Source: an optimization exercise on an open RTL-to-GDS flow (aim: small area, a short achievable clock period and few clock cycles per item). Production flows keep margins and buffers that such runs may drop.
In this exercise RTL edits were held to simulation tests only and were not proved equivalent to the original.
Power is estimated from default activity; no workload was simulated.

the previous run:
==> flow/design.v <==
`default_nettype none
package lru_pkg;
  localparam int KEY_SPACE_DEF  = 64;
  localparam int MAX_FRAMES_DEF = 8;
  localparam int              CFG_W     = 4;
  localparam logic [CFG_W-1:0] CFG_RESET = 4'd4;
endpackage
`default_nettype wire
`default_nettype none
`default_nettype wire
`default_nettype none
module lru_ctrl #(
  parameter  int KEY_SPACE  = lru_pkg::KEY_SPACE_DEF,
  parameter  int MAX_FRAMES = lru_pkg::MAX_FRAMES_DEF,
  localparam int KW         = $clog2(KEY_SPACE),
  localparam int CW         = $clog2(MAX_FRAMES + 1)
) (
  input  wire logic                      clk,
  input  wire logic                      rst_n,
  input  wire logic                      accept,
  input  wire logic [KW-1:0]             in_key,
  input  wire logic [$clog2(MAX_FRAMES)-1:0] limm1,
  output logic                           res_hit,
  output logic                           res_evicted,
  output logic [KW-1:0]                  res_evicted_key,
  output logic [CW-1:0]                  occupancy
);
  logic [KW-1:0]         list_r [MAX_FRAMES];
  logic [CW-1:0]         count_r;
  logic [MAX_FRAMES-1:0] vld;
  logic [MAX_FRAMES-1:0] match;
  logic [MAX_FRAMES-1:0] shift;
  logic                  hit;
  logic                  full;
  logic [KW-1:0]         tail_key;
  always_comb begin
    vld = '0;
    for (int n = 1; n <= MAX_FRAMES; n++) begin
      if (count_r == CW'(n)) vld = MAX_FRAMES'((1 << n) - 1);
    end
  end
  always_comb begin
    for (int i = 0; i < MAX_FRAMES; i++) begin
      match[i] = vld[i] && (list_r[i] == in_key);
    end
  end
  always_comb begin
    shift[0] = 1'b1;
    for (int i = 1; i < MAX_FRAMES; i++) begin
      shift[i] = shift[i-1] & ~match[i-1];
    end
  end
  assign hit  = |match;
  assign full = vld[limm1];
  always_comb begin
    tail_key = '0;
    for (int i = 0; i < MAX_FRAMES; i++) begin
      tail_key = tail_key | ({KW{count_r == CW'(i + 1)}} & list_r[i]);
    end
  end
  always_ff @(posedge clk) begin
    if (accept) begin
      list_r[0] <= in_key;
      for (int i = 1; i < MAX_FRAMES; i++) begin
        if (shift[i]) list_r[i] <= list_r[i-1];
      end
      res_hit         <= hit;
      res_evicted     <= ~hit & full;
      res_evicted_key <= {KW{~hit & full}} & tail_key;
    end
  end
  always_ff @(posedge clk) begin
    if (!rst_n) begin
      count_r <= '0;
    end else if (accept && !hit && !full) begin
      count_r <= CW'(count_r + 1'b1);
    end
  end
  assign occupancy = count_r;
endmodule
`default_nettype wire
`default_nettype none
module lru_page_reference_tracker_unit #(
  parameter  int KEY_SPACE  = lru_pkg::KEY_SPACE_DEF,
  parameter  int MAX_FRAMES = lru_pkg::MAX_FRAMES_DEF,
  localparam int KW         = $clog2(KEY_SPACE),
  localparam int CW         = $clog2(MAX_FRAMES + 1)
) (
  input  wire logic                      clk,
  input  wire logic                      rst_n,
  input  wire logic                      in_valid,
  output logic                           in_ready,
  input  wire logic [KW-1:0]             in_page_key,
  output logic                           out_valid,
  input  wire logic                      out_ready,
  output logic                           out_hit,
  output logic                           out_evicted,
  output logic [KW-1:0]                  out_evicted_key,
  output logic [CW-1:0]                  out_occupancy,
  input  wire logic                      cfg_valid,
  output logic                           cfg_ready,
  input  wire logic [lru_pkg::CFG_W-1:0] cfg_frames_in_use
);
  localparam int LW = $clog2(MAX_FRAMES);
  logic [LW-1:0] limm1_r;
  logic [LW-1:0] limm1_wr;
  logic          out_valid_r;
  logic          accept;
  always_comb begin
    if (cfg_frames_in_use == '0) begin
      limm1_wr = '0;
    end else if (cfg_frames_in_use > lru_pkg::CFG_W'(MAX_FRAMES)) begin
      limm1_wr = LW'(MAX_FRAMES - 1);
    end else begin
      limm1_wr = LW'(cfg_frames_in_use - 1'b1);
    end
  end
  assign cfg_ready = 1'b1;
  always_ff @(posedge clk) begin
    if (!rst_n) begin
      limm1_r <= LW'(lru_pkg::CFG_RESET - 1'b1);
    end else if (cfg_valid) begin
      limm1_r <= limm1_wr;
    end
  end
  assign in_ready = !out_valid_r || out_ready;
  assign accept   = in_valid && in_ready;
  lru_ctrl #(
    .KEY_SPACE  (KEY_SPACE),
    .MAX_FRAMES (MAX_FRAMES)
  ) u_ctrl (
    .clk             (clk),
    .rst_n           (rst_n),
    .accept          (accept),
    .in_key          (in_page_key),
    .limm1           (limm1_r),
    .res_hit         (out_hit),
    .res_evicted     (out_evicted),
    .res_evicted_key (out_evicted_key),
    .occupancy       (out_occupancy)
  );
  always_ff @(posedge clk) begin
    if (!rst_n) begin
      out_valid_r <= 1'b0;
    end else if (accept) begin
      out_valid_r <= 1'b1;
    end else if (out_ready) begin
      out_valid_r <= 1'b0;
    end
  end
  assign out_valid = out_valid_r;
endmodule
`default_nettype wire
Settings: LEC_CHECK=0, CAP_MARGIN=20, CORE_MARGIN=2, CORE_UTILIZATION=40, PLACE_DENSITY=0.6, SETUP_SLACK_MARGIN=3, SLEW_MARGIN=20; clock period 5.5 ns.
standard.sh (not shown) runs the stock make flow with config.mk's settings and CLKGATE_MAP_FILE= SYNTH_SCRIPT=/design/flow/synth_recipe.tcl, a recipe that flattens the netlist after the stock synthesis.
==> flow/flow/run.sh <==
#!/bin/bash
# The standard layout (the standard.sh) with two changes to buffering:
# the port buffers ORFS inserts before global placement use a small plain
# buffer cell, and clock tree synthesis builds its tree from clkbuf_8 cells under
# a clkbuf_8 root, in clusters of up to 22 sinks and without dummy loads.
set -euo pipefail
export BUFFER_PORTS_ARGS="-buffer_cell sky130_fd_sc_hd__buf_1"
export CTS_ARGS="-sink_clustering_enable -repair_clock_nets -dont_use_dummy_load -sink_clustering_size 22 -sink_clustering_max_diameter 80 -buf_list sky130_fd_sc_hd__clkbuf_8 -root_buf sky130_fd_sc_hd__clkbuf_8"
bash standard.sh > standard_flow.log 2>&1
Testbench counts of the previous run, summed over its fixed seeds: cycles 16,512, items 16,384.
Changes in the current run relative to the previous run:
==> flow/design.v, changed modules only <==
module lru_ctrl #(
  parameter  int KEY_SPACE  = lru_pkg::KEY_SPACE_DEF,
  parameter  int MAX_FRAMES = lru_pkg::MAX_FRAMES_DEF,
  localparam int KW         = $clog2(KEY_SPACE),
  localparam int CW         = $clog2(MAX_FRAMES + 1)
) (
  input  wire logic                      clk,
  input  wire logic                      rst_n,
  input  wire logic                      accept,
  input  wire logic [KW-1:0]             in_key,
  input  wire logic [$clog2(MAX_FRAMES)-1:0] limm1,
  output logic                           res_hit,
  output logic                           res_evicted,
  output logic [KW-1:0]                  res_evicted_key,
  output logic [CW-1:0]                  occupancy
);
  logic [KW-1:0]         list_r [MAX_FRAMES];
  logic [CW-1:0]         count_r;
  logic [MAX_FRAMES-1:0] vld;
  logic [MAX_FRAMES-1:0] match;
  logic [MAX_FRAMES-1:0] shift;
  logic                  hit;
  logic                  full;
  logic [KW-1:0]         tail_key;
  logic [KW-1:0]         tail_r;
  always_comb begin
    for (int i = 0; i < MAX_FRAMES; i++) begin
      vld[i]   = (count_r > CW'(i));
      match[i] = vld[i] && (list_r[i] == in_key);
    end
  end
  always_comb begin
    shift[0] = 1'b1;
    for (int i = 1; i < MAX_FRAMES; i++) begin
      shift[i] = shift[i-1] & ~match[i-1];
    end
  end
  assign hit  = |match;
  assign full = (count_r > CW'(limm1));
  always_comb begin
    tail_key = '0;
    for (int i = 0; i < MAX_FRAMES; i++) begin
      tail_key = tail_key | ({KW{count_r == CW'(i + 1)}} & list_r[i]);
    end
  end
  always_ff @(posedge clk) begin
    if (accept) begin
      list_r[0] <= in_key;
      for (int i = 1; i < MAX_FRAMES; i++) begin
        if (shift[i]) list_r[i] <= list_r[i-1];
      end
      res_hit         <= hit;
      res_evicted     <= ~hit & full;
      tail_r          <= tail_key;
    end
  end
  always_ff @(posedge clk) begin
    if (!rst_n) begin
      count_r <= '0;
    end else if (accept && !hit && !full) begin
      count_r <= CW'(count_r + 1'b1);
    end
  end
  assign res_evicted_key = {KW{res_evicted}} & tail_r;
  assign occupancy       = count_r;
endmodule
Findings:
Taking the previous run as the reference, in the current run routed wire length on met2 lower, worst hold slack essentially unchanged, final critical delay including setup and external delays moved down, worst max-slew margin expressed relative to the limit moved up. In the tables for the current run and the previous run, clock network fraction of design power reads lower with the previous run. Higher maximum cell stage delay along the critical path was reported by the previous run, not the current run. The previous run reports its timing endpoint of the critical path as u_ctrl.res_evicted_key[1] while the current run reports in_ready. Sort the current run and the previous run by data required time at the worst endpoint, descending, and the previous run comes first.
Testbench counts of the current run, summed over its fixed seeds: cycles 16,512, items 16,384.

port drivers added, routing unchanged:
No port has a modelled driver above. Below, the same layouts with a new extraction and two added sets of constraints. Step 1 sets driving cells, clkbuf_16 on the clock port and buf_2 on the other inputs (assumed; they add their load-dependent delay and slew). Step 2 also shifts input and output timing later by t, the mid clock arrival at the registers, as if the neighbouring blocks saw the same clock. a / b / c = ideal / step 1 / step 2; a / b = the first two.
| run | t, ns | slack for setup (ns) | clock arrival spread, ns | worst register clock-pin slew, ns | cell pins on the clock port's net |
|---|---|---|---|---|---|
| the previous run | 0.364 | 2.866 / 2.845 / 2.481 | 0.013 / 0.012 | 0.07 / 0.07 | 1 |
| the current run | 0.366 | 2.983 / 2.964 / 2.675 | 0.020 / 0.021 | 0.07 / 0.07 | 1 |
After both steps setup and hold are still met in every run listed. For the previous run, which loses most, drivers alone change the setup slack by -0.021 ns; drivers and shift together by -0.385 ns.
